Source: an optimization exercise on an open RTL-to-GDS flow (aim: small area, a short achievable clock period and few clock cycles per item). Production flows keep margins and buffers that such runs may drop. The RTL was checked by simulation tests, not by an equivalence proof against the original design. Power is estimated from default activity; no workload was simulated.

--- flow/run.sh ---
#!/bin/bash
# synth_recipe.tcl (not shown) runs the flow's synth.tcl, then flattens the netlist and writes it again
# the make line also repeats each setting of config.mk as NAME=value (left out here)
make -C /OpenROAD-flow-scripts/flow DESIGN_CONFIG=/design/flow/config.mk WORK_HOME=/design/flow/orfs CLKGATE_MAP_FILE= SYNTH_SCRIPT=/design/flow/synth_recipe.tcl finish
--- flow/config.mk ---
export PLATFORM = sky130hd
export DESIGN_NAME = nway_cache
export DESIGN_NICKNAME = nway_cache
export VERILOG_FILES = /design/flow/design.v
export SDC_FILE = /design/flow/constraint.sdc
export NUM_CORES = 4
export LEC_CHECK = 0
export CAP_MARGIN = 20
export CORE_MARGIN = 2
export CORE_UTILIZATION = 30
export PLACE_DENSITY = 0.42
export SETUP_SLACK_MARGIN = 0.5
export SLEW_MARGIN = 20
--- flow/constraint.sdc ---
create_clock -name core_clock -period 10.0 [get_ports {clk}]
set_input_delay 2.0000 -clock core_clock [delete_from_list [all_inputs] [get_ports {clk}]]
set_output_delay 2.0000 -clock core_clock [all_outputs]
set_load 0.01 [all_outputs]
--- flow/design.v ---
module nway_cache #(
  parameter int LINE_SIZE = 16,
  parameter int NUM_SETS  = 8,
  parameter int NUM_WAYS  = 4
) (
  input  logic                   clk,
  input  logic                   reset,
  input  logic                   is_input_valid,
  input  logic [31:0]            addr,
  input  logic                   mem_read,
  input  logic                   mem_write,
  input  logic [31:0]            din,
  output logic                   is_ready,
  output logic                   is_output_valid,
  output logic [31:0]            dout,
  output logic                   is_hit,
  output logic [31:0]            hit_count,
  output logic [31:0]            miss_count,
  output logic                   dm_is_input_valid,
  output logic [31:0]            dm_addr,
  output logic                   dm_mem_read,
  output logic                   dm_mem_write,
  output logic [8*LINE_SIZE-1:0] dm_din,
  input  logic                   dm_mem_ready,
  input  logic                   dm_is_output_valid,
  input  logic [8*LINE_SIZE-1:0] dm_dout
);
  localparam int OFF_W  = $clog2(LINE_SIZE);
  localparam int IDX_W  = $clog2(NUM_SETS);
  localparam int TAG_W  = 32 - OFF_W - IDX_W;
  localparam int WORDS  = LINE_SIZE / 4;
  localparam int WSEL_W = OFF_W - 2;
  localparam int LINE_W = 8 * LINE_SIZE;
  localparam int WAY_W  = (NUM_WAYS > 1) ? $clog2(NUM_WAYS) : 1;
  localparam logic [WAY_W-1:0] AGE_MAX = WAY_W'(NUM_WAYS - 1);
  localparam logic [31:0]      CNT_MAX = '1;
  typedef enum logic [2:0] {S_IDLE, S_LOOKUP, S_WB_REQ, S_FILL_REQ, S_FILL_WAIT} state_t;
  state_t            state_q, state_d;
  logic [31:2]       addr_q, addr_d;
  logic [31:0]       din_q, din_d;
  logic              is_store_q, is_store_d;
  logic              refill_q, refill_d;
  logic [WAY_W-1:0]  victim_q, victim_d;
  logic [31:0]       hit_count_q, hit_count_d;
  logic [31:0]       miss_count_q, miss_count_d;
  logic              valid_q [NUM_SETS][NUM_WAYS];
  logic              dirty_q [NUM_SETS][NUM_WAYS];
  logic [WAY_W-1:0]  age_q   [NUM_SETS][NUM_WAYS];
  logic [TAG_W-1:0]  tag_q   [NUM_SETS][NUM_WAYS];
  logic [LINE_W-1:0] data_q  [NUM_SETS][NUM_WAYS];
  logic [TAG_W-1:0]  req_tag;
  logic [IDX_W-1:0]  req_idx;
  logic [WSEL_W-1:0] word_sel;
  logic              hit_any, inv_found;
  logic [WAY_W-1:0]  hit_way, vic_way;
  logic [31:0]       hit_word;
  logic              accept, lookup_hit, wb_take, fill_take;
  logic              unused_addr_bits;
  assign unused_addr_bits = ^addr[1:0];
  assign req_tag  = addr_q[31 -: TAG_W];
  assign req_idx  = addr_q[OFF_W +: IDX_W];
  assign word_sel = addr_q[2 +: WSEL_W];
  assign accept     = (state_q == S_IDLE) && is_input_valid && (mem_read || mem_write);
  assign lookup_hit = (state_q == S_LOOKUP) && hit_any;
  assign wb_take    = (state_q == S_WB_REQ) && dm_mem_ready;
  assign fill_take  = (state_q == S_FILL_WAIT) && dm_is_output_valid;
  always_comb begin
    hit_any   = 1'b0;
    hit_way   = '0;
    inv_found = 1'b0;
    vic_way   = '0;
    for (int w = 0; w < NUM_WAYS; w++) begin
      if (valid_q[req_idx][w] && (tag_q[req_idx][w] == req_tag)) begin
        hit_any = 1'b1;
        hit_way = WAY_W'(w);
      end
    end
    for (int w = NUM_WAYS - 1; w >= 0; w--) begin
      if (!valid_q[req_idx][w]) begin
        inv_found = 1'b1;
        vic_way   = WAY_W'(w);
      end
    end
    if (!inv_found) begin
      for (int w = 0; w < NUM_WAYS; w++) begin
        if (age_q[req_idx][w] == AGE_MAX) vic_way = WAY_W'(w);
      end
    end
  end
  always_comb begin
    hit_word = '0;
    for (int i = 0; i < WORDS; i++) begin
      if (word_sel == WSEL_W'(i)) hit_word = data_q[req_idx][hit_way][32*i +: 32];
    end
  end
  always_comb begin
    state_d      = state_q;
    addr_d       = addr_q;
    din_d        = din_q;
    is_store_d   = is_store_q;
    refill_d     = refill_q;
    victim_d     = victim_q;
    hit_count_d  = hit_count_q;
    miss_count_d = miss_count_q;
    case (state_q)
      S_IDLE: begin
        if (accept) begin
          addr_d     = addr[31:2];
          din_d      = din;
          is_store_d = mem_write;
          refill_d   = 1'b0;
          state_d    = S_LOOKUP;
        end
      end
      S_LOOKUP: begin
        if (hit_any) begin
          state_d = S_IDLE;
          if (!refill_q && (hit_count_q != CNT_MAX)) hit_count_d = hit_count_q + 32'd1;
        end else begin
          if (miss_count_q != CNT_MAX) miss_count_d = miss_count_q + 32'd1;
          victim_d = vic_way;
          state_d  = (valid_q[req_idx][vic_way] && dirty_q[req_idx][vic_way]) ? S_WB_REQ : S_FILL_REQ;
        end
      end
      S_WB_REQ:    if (dm_mem_ready) state_d = S_FILL_REQ;
      S_FILL_REQ:  if (dm_mem_ready) state_d = S_FILL_WAIT;
      S_FILL_WAIT: begin
        if (dm_is_output_valid) begin
          refill_d = 1'b1;
          state_d  = S_LOOKUP;
        end
      end
      default: state_d = S_IDLE;
    endcase
  end
  always_ff @(posedge clk or posedge reset) begin
    if (reset) begin
      state_q      <= S_IDLE;
      addr_q       <= '0;
      din_q        <= '0;
      is_store_q   <= 1'b0;
      refill_q     <= 1'b0;
      victim_q     <= '0;
      hit_count_q  <= '0;
      miss_count_q <= '0;
    end else begin
      state_q      <= state_d;
      addr_q       <= addr_d;
      din_q        <= din_d;
      is_store_q   <= is_store_d;
      refill_q     <= refill_d;
      victim_q     <= victim_d;
      hit_count_q  <= hit_count_d;
      miss_count_q <= miss_count_d;
    end
  end
  always_ff @(posedge clk or posedge reset) begin
    if (reset) begin
      for (int s = 0; s < NUM_SETS; s++) begin
        for (int w = 0; w < NUM_WAYS; w++) begin
          valid_q[s][w] <= 1'b0;
          dirty_q[s][w] <= 1'b0;
          age_q[s][w]   <= '0;
        end
      end
    end else if (lookup_hit) begin
      for (int w = 0; w < NUM_WAYS; w++) begin
        if (WAY_W'(w) == hit_way) age_q[req_idx][w] <= '0;
        else if (age_q[req_idx][w] < age_q[req_idx][hit_way])
          age_q[req_idx][w] <= age_q[req_idx][w] + WAY_W'(1);
      end
      if (is_store_q) dirty_q[req_idx][hit_way] <= 1'b1;
    end else if (wb_take) begin
      dirty_q[req_idx][victim_q] <= 1'b0;
    end else if (fill_take) begin
      valid_q[req_idx][victim_q] <= 1'b1;
      dirty_q[req_idx][victim_q] <= 1'b0;
      age_q[req_idx][victim_q]   <= AGE_MAX;
    end
  end
  always_ff @(posedge clk) begin
    if (fill_take) begin
      data_q[req_idx][victim_q] <= dm_dout;
      tag_q[req_idx][victim_q]  <= req_tag;
    end else if (lookup_hit && is_store_q) begin
      for (int i = 0; i < WORDS; i++) begin
        if (word_sel == WSEL_W'(i)) data_q[req_idx][hit_way][32*i +: 32] <= din_q;
      end
    end
  end
  assign is_ready          = (state_q == S_IDLE);
  assign is_output_valid   = lookup_hit;
  assign is_hit            = lookup_hit && !refill_q;
  assign dout              = (lookup_hit && !is_store_q) ? hit_word : 32'd0;
  assign hit_count         = hit_count_q;
  assign miss_count        = miss_count_q;
  assign dm_is_input_valid = (state_q == S_WB_REQ) || (state_q == S_FILL_REQ);
  assign dm_mem_write      = (state_q == S_WB_REQ);
  assign dm_mem_read       = (state_q == S_FILL_REQ);
  always_comb begin
    dm_addr = '0;
    dm_din  = '0;
    case (state_q)
      S_WB_REQ: begin
        dm_addr = {tag_q[req_idx][victim_q], req_idx, {OFF_W{1'b0}}};
        dm_din  = data_q[req_idx][victim_q];
      end
      S_FILL_REQ: dm_addr = {req_tag, req_idx, {OFF_W{1'b0}}};
      default: ;
    endcase
  end
endmodule
==> notes.md <==
==> path summary, 6_finish.rpt <==
check | to | cells after the start | slack (ps)
min | valid_q[14]$_DFFE_PP0P_ | 1 | 460
max in group asynchronous | addr_q[5]$_DFFE_PP0P_ | 3 | 7170
max reg2reg | data_q[27][16]$_DFFE_PP_ | 19 | 2100
min reg2reg | valid_q[14]$_DFFE_PP0P_ | 1 | 460
max | dout[1] | 23 | 340
min in group asynchronous | miss_count_q[21]$_DFFE_PP0P_ | 2 | 1420
==> cells in the final DEF (no fill, tap or decap), types with 151 or more instances in the layout <==
master	Yosys	layout
a211oi_1	769	728
a21oi_1	965	948
a31oi_1	167	155
buf_12	0	184
buf_4	97	1082
clkbuf_1	885	151
clkbuf_16	0	636
clkdlybuf4s50_1	0	434
dfrtp_1	261	251
edfxtp_1	4896	4896
mux2_2	191	191
mux2i_1	687	661
mux4_2	1410	1410
nand2_1	1644	1562
nand3_1	271	260
nor2_1	938	861
nor3_1	298	182
o211ai_1	156	156
o21ai_0	545	535
==> layer usage <==
metal,track usage,up-vias,share of wire
met5,0,-,0.00028
met4,0.143,50,0.057
met2,0.441,10500,0.44
met1,0.394,93100,0.40
li1,-,66400,-
met3,0.0718,2161,0.10
==> layout make-up <==
type | instances | area share
Timing Repair inverter | 1 | 0.0000303
Timing Repair Buffer | 1878 | 0.0686
Antenna cell | 79 | 0.000683
Multi-Input combinational cell | 9375 | 0.287
Clock inverter | 311 | 0.00961
Inverter | 34 | 0.000614
Sequential cell | 5157 | 0.531
Tap cell | 10500 | 0.0455
Clock buffer | 793 | 0.0569
==> cell families after synthesis <==
family	Yosys count
flops	5157
simple gates	3537
compound gates	3374
mux	2310
buf+inv	1374
xor+xnor	139
fa+ha+maj	10
other cells	1
==> power breakdown <==
| group | internal [W] | switching (W) | total [W] |
|---|---|---|---|
| registers | 0.0244 | 0.000433 | 0.0248 |
| logic | 0.00856 | 0.0170 | 0.0255 |
| clock network | 0.0125 | 0.00967 | 0.0222 |
| total | 0.0455 | 0.0271 | 0.0725 |
==> sequential cells by signal (all words and copies together) (netlist names) <==
register and cells:
is_store_q 1, age_q 64, state_q 3, valid_q 32
tag_q 800, dirty_q 32, hit_count_q 32, addr_q 30
din_q 32, victim_q 2, miss_count_q 32, refill_q 1
data_q 4096
==> metrics by stage <==
step                TNS (ps)  cells  setup WS [ps]
finish                     0  28200            341
global route               0  28100            267
CTS                        0  28000            296
detailed placement      -527  26700           -309
global placement        -752  26700           -346
floorplan                  0  15900            816
==> timing repair <==
item                                    CTS  global route
endpoints found under the setup margin   32            30
setup buffers                           147            52
pin swaps                                72            50
gates resized for setup                 354           122
gates cloned                             39             8
endpoints found under the hold margin     0             0
==> flow_summary.yaml <==
outcome:
  outcome: "finished clean"
routing:
  viasPerCell: 6.12
  first_pass_iters: 8
  route.antenna.remaining_nets: 0
  num_vias: 172000
  wl_per_cell_microns: 43.2
  drtIter0Drc: 24500
  drc: 0
  drt_wl_total_microns: 1220000
worst_setup_path:
  crit_family: "buffers and inverters"
  cpMaxStageDelayCell: "or4b_4"
  crit_start: "addr_q[4]$_DFFE_PP0P_"
  cp_num_buf_inv: 10
  worstSetupPathType: "register to primary output"
  max_stage_delay_ps: 610
  critPathRequiredTime_ps: 8000
  crit_arrival_ps: 7660
  start_kind: "register"
  cp_cell_sequence: "buf_4 -> buf_16 -> buf_12 -> o31ai_1 -> a21oi_1 -> a2bb2oi_2 -> xnor2_1 -> nand3_1 -> or4b_4 -> nor3_4 -> buf_4 -> buf_12 -> buf_16 -> a21o_1 -> a21oi_1 -> or4_1 -> o41ai_4 -> buf_6 -> a41oi_4 -> buf_12 -> a2111oi_2 -> buf_4 -> clkdlybuf4s50_1"
  cp_max_fo: 21
  r2r-start: "addr_q[4]$_DFFE_PP0P_"
  endpoint_kind: "primary output"
floorplan:
  core_area_sq_mm: 0.793
  num_rows: 327
  die_w_microns: 897
  initial_core_util: 0.301
  die_area_sq_mm: 0.804
  die_h_microns: 897
  ios: 461
finish:
  area_growth_pct: 21.0
  seqCellArea_sq_mm: 0.154
  multiInputGateArea_sq_mm: 0.0830
  fill_cells: 75100
  fin_nets: 17300
  drive_above_1_share: 0.258
  final_cell_area_sq_mm: 0.289
  finish.utilization: 0.365
global_route:
  grt_max_degree: 124
  grt_usage: 0.292
  grt_pass1_vias: 165000
  antenna_found_initial: 112
  grt_remaining_overflow: 0
  grt_pass1_wl_microns: 1590000
yosys:
  synth_top_cell_area_share: 0.615
  syn_inst: 15900
  synth_most_common_cell: "edfxtp_1"
  synth_adder_area_share: 0.000524
  yosysTopAreaCell: "edfxtp_1"
  yosysWarningCount: 4
  synthFlopType: "edfxtp_1"
  postSynthAreaPerCell_sq_um: 15.0
  synth.area.top_cells: "edfxtp_1 62%, mux4_2 13%, mux2i_1 2.9%"
  syn_area_sq_mm: 0.239
  synth-simple-area-share: 0.0634
  ys_async_sr_fraction: 0.0506
  synth-edff-count: 4896
  yosys.area_share.xor_xnor: 0.00509
  muxShareOfSynthArea: 0.172
  synth_top_family_by_area: "multiplexers"
  synth-compound-area-share: 0.0911
  yosysSeqAreaShare: 0.642
  yosys_register_bits: 5157
  yosys-top-cells-count: "4896 x edfxtp_1, 1644 x nand2_1, 1410 x mux4_2"
  ys_types: 96
min_path:
  hp-class: "register to register"
  min_from: "valid_q[14]$_DFFE_PP0P_"
timing:
  hold_ws_ps: 463
  rsz0062_at_grt: "yes"
  hold_violations: 0
  relSlewSlack: 0.113
  setup_violations: 0
  fmax_ghz: 0.104
  min_period_ps: 9660
  drv_slew: 0
  fin_skew_ps: 86.1
  period_share: 0.966
  worst_pin_slew_ps: 1330
place:
  hpwl_microns: 739000
  place.gp.congestion: 0.868
  numPortBuffers: 454
  placed_area_sq_mm: 0.264
clocking:
  cts.sinks: 5157
  cts.path.max_buffers: 4
  root_buffer: "clkbuf_16"
  cts_made_buffers: 620
  cts_tree: "built"
  clk_pin_slew_ps: 50
  clk_latency_ps: 1150
  cts_hold_buf: 0
  htreeDepth: 6
flow_run:
  cap_violations: 0
power:
  p_per_area_mw_per_mm2: 251
  p_leak_nw: 92.4
  power_w: 0.0725
  peakVddDrop_mv: 0.201
Testbench counts, summed over its fixed seeds: cycles 41,411, requests 12,000.

[static timing again, ports no longer ideal]
How much do the figures lean on ideal ports? The routed layout below was timed once more, with nothing changed but the port constraints.
Step 1 sets driving cells, clkbuf_16 on the clock port and buf_2 on the other inputs (assumed; they add their load-dependent delay and slew).
Step 2 also shifts input and output timing later by t, the mid clock arrival at the registers, as if the neighbouring blocks saw the same clock.
Three values: ideal ports, drivers, drivers and shift; two values: the first two.
t (ns): 1.284
setup slack, ns: 0.341 / 0.177 / 1.461
latest minus earliest clock arrival (ns): 0.108 / 0.109
slew at the worst register clock pin (ns): 0.07 / 0.07
After both steps setup and hold are still met in this run. For this run, drivers alone change the setup slack by -0.164 ns; drivers and shift together by +1.120 ns.
